This design comes from an exercise in tuning for small area, a short achievable clock period and few clock cycles per item on the open sky130 flow, not from production work. Only the layout flow was run in this run; the RTL was not checked for function there. Power is estimated from default activity; no workload was simulated.

File: flow/run.sh
#!/bin/bash
# synth_recipe.tcl (not shown) runs the flow's synth.tcl, then flattens the netlist and writes it again
# the make line also repeats each setting of config.mk as NAME=value (left out here)
make -C /OpenROAD-flow-scripts/flow DESIGN_CONFIG=/design/flow/config.mk WORK_HOME=/design/flow/orfs CLKGATE_MAP_FILE= SYNTH_SCRIPT=/design/flow/synth_recipe.tcl finish
File: flow/config.mk
export PLATFORM = sky130hd
export DESIGN_NAME = rsa_key_setup
export DESIGN_NICKNAME = rsa_key_setup
export VERILOG_FILES = /design/flow/design.v
export SDC_FILE = /design/flow/constraint.sdc
export NUM_CORES = 4
export LEC_CHECK = 0
export CAP_MARGIN = 20
export CORE_MARGIN = 2
export CORE_UTILIZATION = 40
export SETUP_SLACK_MARGIN = 4
export SLEW_MARGIN = 20
File: flow/constraint.sdc
create_clock -name core_clock -period 10.0 [get_ports {clk}]
set_input_delay 2.0000 -clock core_clock [delete_from_list [all_inputs] [get_ports {clk}]]
set_output_delay 2.0000 -clock core_clock [all_outputs]
set_load 0.01 [all_outputs]
File: flow/design.v
package rsa_pkg;
  localparam int PW_DEF  = 16;
  localparam int NW_DEF  = 2 * PW_DEF;
  localparam int DIV_LAT = NW_DEF;
endpackage
import rsa_pkg::*;
module rsa_seq_div
#(
  parameter int W = rsa_pkg::DIV_LAT
) (
  input  logic         clk,
  input  logic         rst,
  input  logic         start,
  input  logic [W-1:0] dividend,
  input  logic [W-1:0] divisor,
  output logic [W-1:0] quot,
  output logic [W-1:0] rem,
  output logic         done
);
  localparam int CW = $clog2(W + 1);
  logic [W-1:0]  rem_q, quo_q, dsr_q;
  logic [CW-1:0] cnt;
  logic          active;
  logic [W-1:0]  src_rem, src_quo, src_dsr, nxt_rem, nxt_quo;
  logic [W:0]    trial;
  logic          qbit;
  always_comb begin
    src_rem = start ? '0       : rem_q;
    src_quo = start ? dividend : quo_q;
    src_dsr = start ? divisor  : dsr_q;
    trial   = {src_rem, src_quo[W-1]};
    if (trial >= {1'b0, src_dsr}) begin
      nxt_rem = W'(trial - {1'b0, src_dsr});
      qbit    = 1'b1;
    end else begin
      nxt_rem = trial[W-1:0];
      qbit    = 1'b0;
    end
    nxt_quo = {src_quo[W-2:0], qbit};
  end
  always_ff @(posedge clk) begin
    if (rst) begin
      active <= 1'b0;
      done   <= 1'b0;
      cnt    <= '0;
    end else begin
      done <= 1'b0;
      if (start) begin
        active <= 1'b1;
        cnt    <= CW'(1);
      end else if (active) begin
        cnt <= cnt + CW'(1);
        if (cnt == CW'(W - 1)) begin
          active <= 1'b0;
          done   <= 1'b1;
        end
      end
    end
  end
  always_ff @(posedge clk) begin
    if (start || active) begin
      rem_q <= nxt_rem;
      quo_q <= nxt_quo;
    end
    if (start) dsr_q <= divisor;
  end
  assign quot = quo_q;
  assign rem  = rem_q;
endmodule
module rsa_key_setup
#(
  parameter int PW = rsa_pkg::PW_DEF
) (
  input  logic            clk,
  input  logic            rst,
  input  logic            start,
  input  logic [PW-1:0]   p,
  input  logic [PW-1:0]   q,
  input  logic [2*PW-1:0] ext_e,
  output logic            busy,
  output logic            done,
  output logic [2*PW-1:0] n,
  output logic [2*PW-1:0] e_o,
  output logic [2*PW-1:0] d,
  output logic            invalid
);
  logic        in_idle, in_mul, in_gcd;
  logic [2:0]  cnt;
  logic        borrow, case2, pqbad, phiodd, first, ltf;
  logic [31:0] phr;           
  logic [32:0] a, t;
  logic [32:0] ca1, ct1, ct2;
  logic        ca2s;          
  logic [32:0] ca2;
  assign ca2 = {ca2s, d};
  logic        tz;            
  logic [1:0]  dct, dca;      
  logic        dm1;           
  logic        a_neg, t_neg, op_sub, swap, h2;
  logic [34:0] va_r;
  logic [33:0] va_y, va_or;
  logic        va_zero;
  logic [33:0] va_sum;
  logic [32:0] t_next;
  always_comb begin
    a_neg  = a[32];
    t_neg  = t[32];
    op_sub = (a_neg == t_neg);
    va_y   = op_sub ? ~{a[32], a} : {a[32], a};
    va_r   = {t[32], t, 1'b1} + {va_y, op_sub};
    va_or   = {t[32], t} | va_y;
    va_zero = (({t[32], t} ^ va_y) == {va_or[32:0], op_sub});
    va_sum = va_r[34:1];
    h2     = t[0] ? (t[1] ^ a[1] ^ op_sub) : ~t[1];
    if (t[0]) t_next = h2 ? {va_sum[33], va_sum[33:2]} : va_sum[33:1];
    else      t_next = h2 ? {{2{t[32]}}, t[32:2]} : {t[32], t[32:1]};
    swap   = t[0] & (va_sum[33] != t_neg);
  end
  function automatic logic [35:0] add4(input logic [35:0] x,
                                       input logic [35:0] y, input logic en_y, input logic neg_y,
                                       input logic [35:0] z, input logic en_z, input logic neg_z,
                                       input logic en_w, input logic neg_w);
    logic [35:0] yy, zz, ww, s1v, c1v, s2v, c2v;
    logic [36:0] r;
    yy  = en_y ? (neg_y ? ~y : y) : 36'd0;
    zz  = en_z ? (neg_z ? ~z : z) : 36'd0;
    ww  = en_w ? (neg_w ? {~z[34:0], 1'b1} : {z[34:0], 1'b0}) : 36'd0;
    s1v = x ^ yy ^ zz;
    c1v = {(x[34:0] & yy[34:0]) | (x[34:0] & zz[34:0]) | (yy[34:0] & zz[34:0]), en_y & neg_y};
    s2v = s1v ^ c1v ^ ww;
    c2v = {(s1v[34:0] & c1v[34:0]) | (s1v[34:0] & ww[34:0]) | (c1v[34:0] & ww[34:0]), en_z & neg_z};
    r   = {s2v, 1'b1} + {c2v, en_w & neg_w};
    add4 = r[36:1];
  endfunction
  logic        t_zero, odd, par, par2, sigma, dbl, sh2, fix_neg, c0, c1;
  logic        y1en, y1neg, z1en, z1neg, w1en, w1neg;
  logic        y2en, y2neg, z2en, z2neg, w2en, w2neg;
  logic [35:0] m1, m2, s1, s2;
  always_comb begin
    t_zero = tz;
    odd    = t[0];
    m1     = {4'b0000, e_o};
    m2     = {4'b1111, phr};
    par    = dct[0] ^ (odd & dca[0]);
    sigma  = case2 ? ct2[32] : ~ct1[32];
    dbl    = in_gcd & h2;
    sh2    = in_mul | dbl;
    par2   = dct[1] ^ (odd & (dca[1] ^ (op_sub & dca[0]))) ^ (par & (dm1 ^ sigma))
           ^ (dct[0] | (odd & dca[0]));
    c0 = ct2[0] ^ borrow;
    c1 = ct2[1] ^ (borrow & ~ct2[0]);
    fix_neg = ca2s ^ a_neg;
    if (in_mul) begin
      y1en = ct1[0];  y1neg = 1'b0;
      z1en = 1'b0;    z1neg = 1'b0;
      w1en = ct1[1];  w1neg = 1'b0;
      y2en = c0;      y2neg = 1'b0;
      z2en = 1'b0;    z2neg = 1'b0;
      w2en = c1;      w2neg = 1'b0;
    end else begin
      y1en = odd;        y1neg = op_sub;
      z1en = par;        z1neg = sigma;
      w1en = dbl & par2; w1neg = sigma;
      if (t_zero) begin
        y2en = 1'b1;    y2neg = a_neg;
        z2en = fix_neg; z2neg = 1'b1;
        w2en = 1'b0;    w2neg = 1'b0;
      end else begin
        y2en = odd;        y2neg = op_sub;
        z2en = par;        z2neg = sigma;
        w2en = dbl & par2; w2neg = sigma;
      end
    end
    s1 = add4({{3{ct1[32]}}, ct1}, {{3{ca1[32]}}, ca1}, y1en, y1neg,
              m1, z1en, z1neg, w1en, w1neg);
    s2 = add4({{3{ct2[32]}}, ct2}, {{3{ca2[32]}}, ca2}, y2en, y2neg,
              m2, z2en, z2neg, w2en, w2neg);
  end
  logic a_unit;
  assign a_unit = (a == 33'd1) || (a == {33{1'b1}});
  always_ff @(posedge clk) begin
    if (rst) begin
      in_idle <= 1'b1;
      in_mul  <= 1'b0;
      in_gcd  <= 1'b0;
      busy    <= 1'b0;
      done    <= 1'b0;
      invalid <= 1'b0;
      n       <= '0;
      e_o     <= '0;
      d       <= '0;
    end else begin
      done <= 1'b0;
      if (in_idle) begin
          busy <= 1'b0;
          if (start && !busy) begin
            busy   <= 1'b1;
            a      <= {1'b0, ext_e};
            e_o    <= {p, 16'd0};
            ct1    <= {17'd0, q};
            ca1    <= {1'b0, p, 16'd0};
            ct2    <= {17'd0, q};
            ca2s   <= 1'b1;
            d      <= {~(p - 16'd2), 16'd0};
            phr    <= {~(p - 16'd2), 16'd0};
            borrow <= 1'b1;
            pqbad  <= (p < 16'd2) || (q < 16'd2) || (p == q);
            phiodd <= ~p[0] & ~q[0];
            cnt    <= '0;
            in_idle <= 1'b0;
            in_mul  <= 1'b1;
          end
      end
      else if (in_mul) begin
          ct1    <= s1[34:2];
          ct2    <= s2[34:2];
          borrow <= borrow & ~ct2[0] & ~ct2[1];
          cnt    <= cnt + 3'd1;
          if (cnt == 3'd7) begin
            in_mul <= 1'b0;
            n      <= s1[33:2];
            phr    <= s2[33:2];
            e_o    <= a[31:0];
            if (pqbad || (a[31:1] == 31'd0) || (!a[0] && !phiodd)) begin
              done    <= 1'b1;
              invalid <= 1'b1;
              d       <= '0;
              in_idle <= 1'b1;
            end else begin
              case2 <= ~a[0];
              tz    <= 1'b0;
              first <= 1'b1;
              dca  <= 2'b00;
              dct  <= a[0] ? 2'b11 : 2'b01;
              dm1  <= a[0] ? a[1] : s2[3];
              if (a[0]) begin
                t    <= s2[34:2];
                ca1  <= '0;
                ct1  <= {33{1'b1}};
                ca2s <= 1'b0;
                d    <= 32'd1;
                ct2  <= '0;
              end else begin
                a    <= s2[34:2];
                t    <= a;
                ca1  <= {33{1'b1}};
                ct1  <= '0;
                ca2s <= 1'b0;
                d    <= 32'd0;
                ct2  <= 33'd1;
              end
              in_gcd <= 1'b1;
            end
          end
      end
      else if (in_gcd) begin
          first <= 1'b0;
          if (first) ltf <= va_sum[33];
          if (t_zero) begin
            done    <= 1'b1;
            in_gcd  <= 1'b0;
            in_idle <= 1'b1;
            if (ltf && a_unit) begin
              invalid <= 1'b0;
              d       <= s2[31:0];
            end else begin
              invalid <= 1'b1;
              d       <= '0;
            end
          end else begin
            t   <= t_next;
            tz  <= t[0] & va_zero;
            ct1 <= sh2 ? s1[34:2] : s1[33:1];
            ct2 <= sh2 ? s2[34:2] : s2[33:1];
            if (case2) dct <= sh2 ? s2[3:2] : s2[2:1];
            else       dct <= sh2 ? s1[3:2] : s1[2:1];
            if (swap) begin
              dca  <= dct;
              a    <= t;
              ca1  <= ct1;
              ca2s <= ct2[32];
              d    <= ct2[31:0];
            end
          end
      end
    end
  end
endmodule
==> results.txt <==
outcome=complete, no violations; maximum VDD drop=0.174 mV; Antenna Nets Post-Route=0; Root Buffer=clkbuf_16; Final HPWL DP=83400 um; Worst-Margin Slew=1.14 ns; CTS tree=yes; global-route wire length before repair=165000 um; vias in the first global route=25000; Setup CP Type=flop to flop; Avg WL per Cell=26.0 um; core footprint=68800 um2; number of top-level pins=166; type of origin of the critical path=flop; Slowest cell on crit path=fa_1; period utilization=59.9%; clock transition time at the flip-flop clock pins of the worst setup and hold paths=0.06 ns; crit path buf inv count=6; number of synthesized flops with an enable pin=213; fmax=0.167 GHz; share of cells above drive strength 1=13.4%; Mapped Area=27900 um2; DRT Pass-1 Iters=6; top cells by count, synth=nand2_1 (460), inv_1 (305), a21oi_1 (239), nor2_1 (233), edfxtp_1 (213); Total GRT Usage=31.0%; relative slew slack=24.0%; # fillers=6501; first-iteration detailed-routing DRC count=3492; TNS Setup=0 ns; largest net degree at the start of global routing=81; Post-CTS Hold Fix Bufs=0; clock skew=0.0195 ns; register area share after synthesis=30.2%; Final Hold Fails=0; insertion delay to the later sink of the worst-skew pair=0.61 ns; P per Cell Area=251 nW/um2; post-synth top area cell=edfxtp_1; CP Max Fanout=4; Overflow after GRT=0; syn nets=3627; FP Rows=96; Max Cap Violations=0; most common cell in the netlist=nand2_1; Ys Warns=1; # DRC=0; Sink Count=315; Crit path max-delay family=compound AO/OA/AOI/OAI gates; total CTS buffers=42; I/O Buffers=165; async set-or-reset flop fraction in the synthesized netlist=0%; Initial Util=40.6%; ys flop type=edfxtp_1; Crit path required time=10.32 ns; Yosys top cell area share=22.9%; Sequential Area=8440 um2; synth-to-layout area growth=24.3%; htree depth=2; post-layout util=50.5%; nets=3815; Total Wirelength=115000 um; DR vias/cell=6.01; Syn Inst Count=3283; slowest stage delay, CP=0.55 ns; gpl congestion=0.991; Die H=268 um; crit path DAT=6.31 ns; DR vias=26700; Pleak=14.3 nW; RSZ-0062 raised after global routing=true; Final Critical Period=5.99 ns; Setup crit end kind=flop; distinct cell type count after synthesis=86; antenna violations before repair=5; final setup violation count=0; Die X-Extent=268 um; Synth Area per Inst=8.51 um2; area of the multi-input gates=19100 um2; Hold Path Class=flop to flop; Slew Viols, Final=0; #FFs+latches synth=315; Die ar.=72000 um2; worst-case clock buffer depth=3; Synth area leaders=edfxtp_1 (23%), fa_1 (9.6%), dfxtp_1 (7.3%)
flip-flops by register name, summed over array words and instances, names as in the netlist, 2 cells and up:
name,count
ct1,33
n,32
phr,32
a,33
t,33
dct,2
ct2,33
d,32
ca1,33
cnt,3
e_o,32
dca,2
final timing paths:
| kind | cells after the start | slack, ns | startpoint | to |
|---|---|---|---|---|
| max | 26 | 4.01 | t[32]$_DFFE_PP_ | a[32]$_SDFFCE_PP0P_ |
| min | 2 | 0.45 | n[27]$_SDFFE_PP0P_ | n[27]$_SDFFE_PP0P_ |
| max reg2reg | 26 | 4.01 | t[32]$_DFFE_PP_ | a[32]$_SDFFCE_PP0P_ |
| min reg2reg | 2 | 0.45 | n[27]$_SDFFE_PP0P_ | n[27]$_SDFFE_PP0P_ |
cell families (layout without fill, tap and decap cells):
logic type,after synthesis,count (layout),share of synthesized area (%)
and+or+nand+nor,949,949,14.9
AOI/OAI and AO/OA,876,876,20.3
buffers and inverters,507,729,6.86
DFF,315,315,30.2
xor gates and xnor gates,299,299,9.51
adders and majority gates,277,277,16.0
muxes,60,60,2.18
other,0,2,0
power breakdown:
group          switching, W  internal, W
sequential         0.000111      0.00156
clock              0.000687     0.000918
combinational       0.00330      0.00214
total               0.00410      0.00461
worst reg2reg max path, delay by kind of cell, from the launching register on:
kind / cells / cell delay [ns]
AOI/OAI and AO/OA: 12 / 2.26
xor gates and xnor gates: 3 / 0.88
adders and majority gates: 2 / 0.77
buffers and inverters: 6 / 0.80
DFF: 1 / 0.45
and+or+nand+nor: 3 / 0.55
through the flow:
stage	setup slack (ns)	instances	hold slack, ns	power [W]	area (um2)
final	4.01	4438	0.453	0.00871	34700
after detailed placement	2.57	4242	0.447	0.00579	30600
after global routing	3.83	4436	0.470	0.00908	34700
after CTS	3.97	4368	0.456	0.00785	33100
after floorplan	3.99	3283	0.481	0.00430	28000
after global placement	2.61	4242	0.445	0.00578	30600
per-layer routing:
metal / wire length (um) / track usage [%]
met3: 13000 / 7.21
met2: 51000 / 47.7
met4: 5950 / 14.0
met5: 56 / 0
met1: 45300 / 41.5
cell type report:
class	instances	area share [%]
multi-input combinational	2461	54.9
sequential	315	24.3
timing repair buffer	346	9.98
tap	931	3.35
inverter	305	3.30
clock buffer	51	3.24
clock inverter	27	0.865
antenna	2	0.0144
placed cells by master, fill, tap and decap left out, types with 17 or more instances in the layout:
master and count:
mux2i_1 52, nor2_1 219, and3_1 21, o21ai_0 186, ha_4 26, a311oi_1 21, a22oi_1 32, o221ai_1 28
nand3_1 27, a21oi_1 214, xnor2_1 161, a21oi_2 17, and2_1 21, edfxtp_1 213, nand2_1 450, xor2_1 103
dfxtp_1 100, inv_1 301, a21o_1 82, o211ai_1 26, o21a_1 20, buf_12 20, clkbuf_16 46, nor3_1 42
a21boi_0 19, nand2b_1 21, buf_4 138, ha_1 111, a211oi_1 19, nor2b_1 17, nand4_1 33, clkdlybuf4s50_1 164
fa_1 133, nor4_1 23, o22ai_1 21
what timing repair did:
action | CTS | global route
buffers inserted | 45 | 64
gates resized for setup | 107 | 193
cloned | 3 | 4
pin swaps | 23 | 86
setup endpoints to repair | 271 | 150

static timing again, ports no longer ideal:
How much do the figures lean on ideal ports? The routed layout below was timed once more, with nothing changed but the port constraints. Step 1: set_driving_cell puts a clkbuf_16 on clk and a buf_2 on each other input, an assumption about the parent block. Step 2 moves the port delays by t, midway between the first and last clock arrival at a register: inputs arrive t later, outputs are due t later. That takes back most of the time a late clock gives input paths. a / b / c = ideal ports / drivers / drivers and shift; a / b = the first two.
t, ns: 0.663
setup slack, ns: 4.012 / 4.012 / 4.012
worst register clock-pin slew, ns: 0.07 / 0.07
After both steps this run still meets setup and hold. For this run, drivers alone change the setup slack by 0.000 ns; drivers and shift together by 0.000 ns.
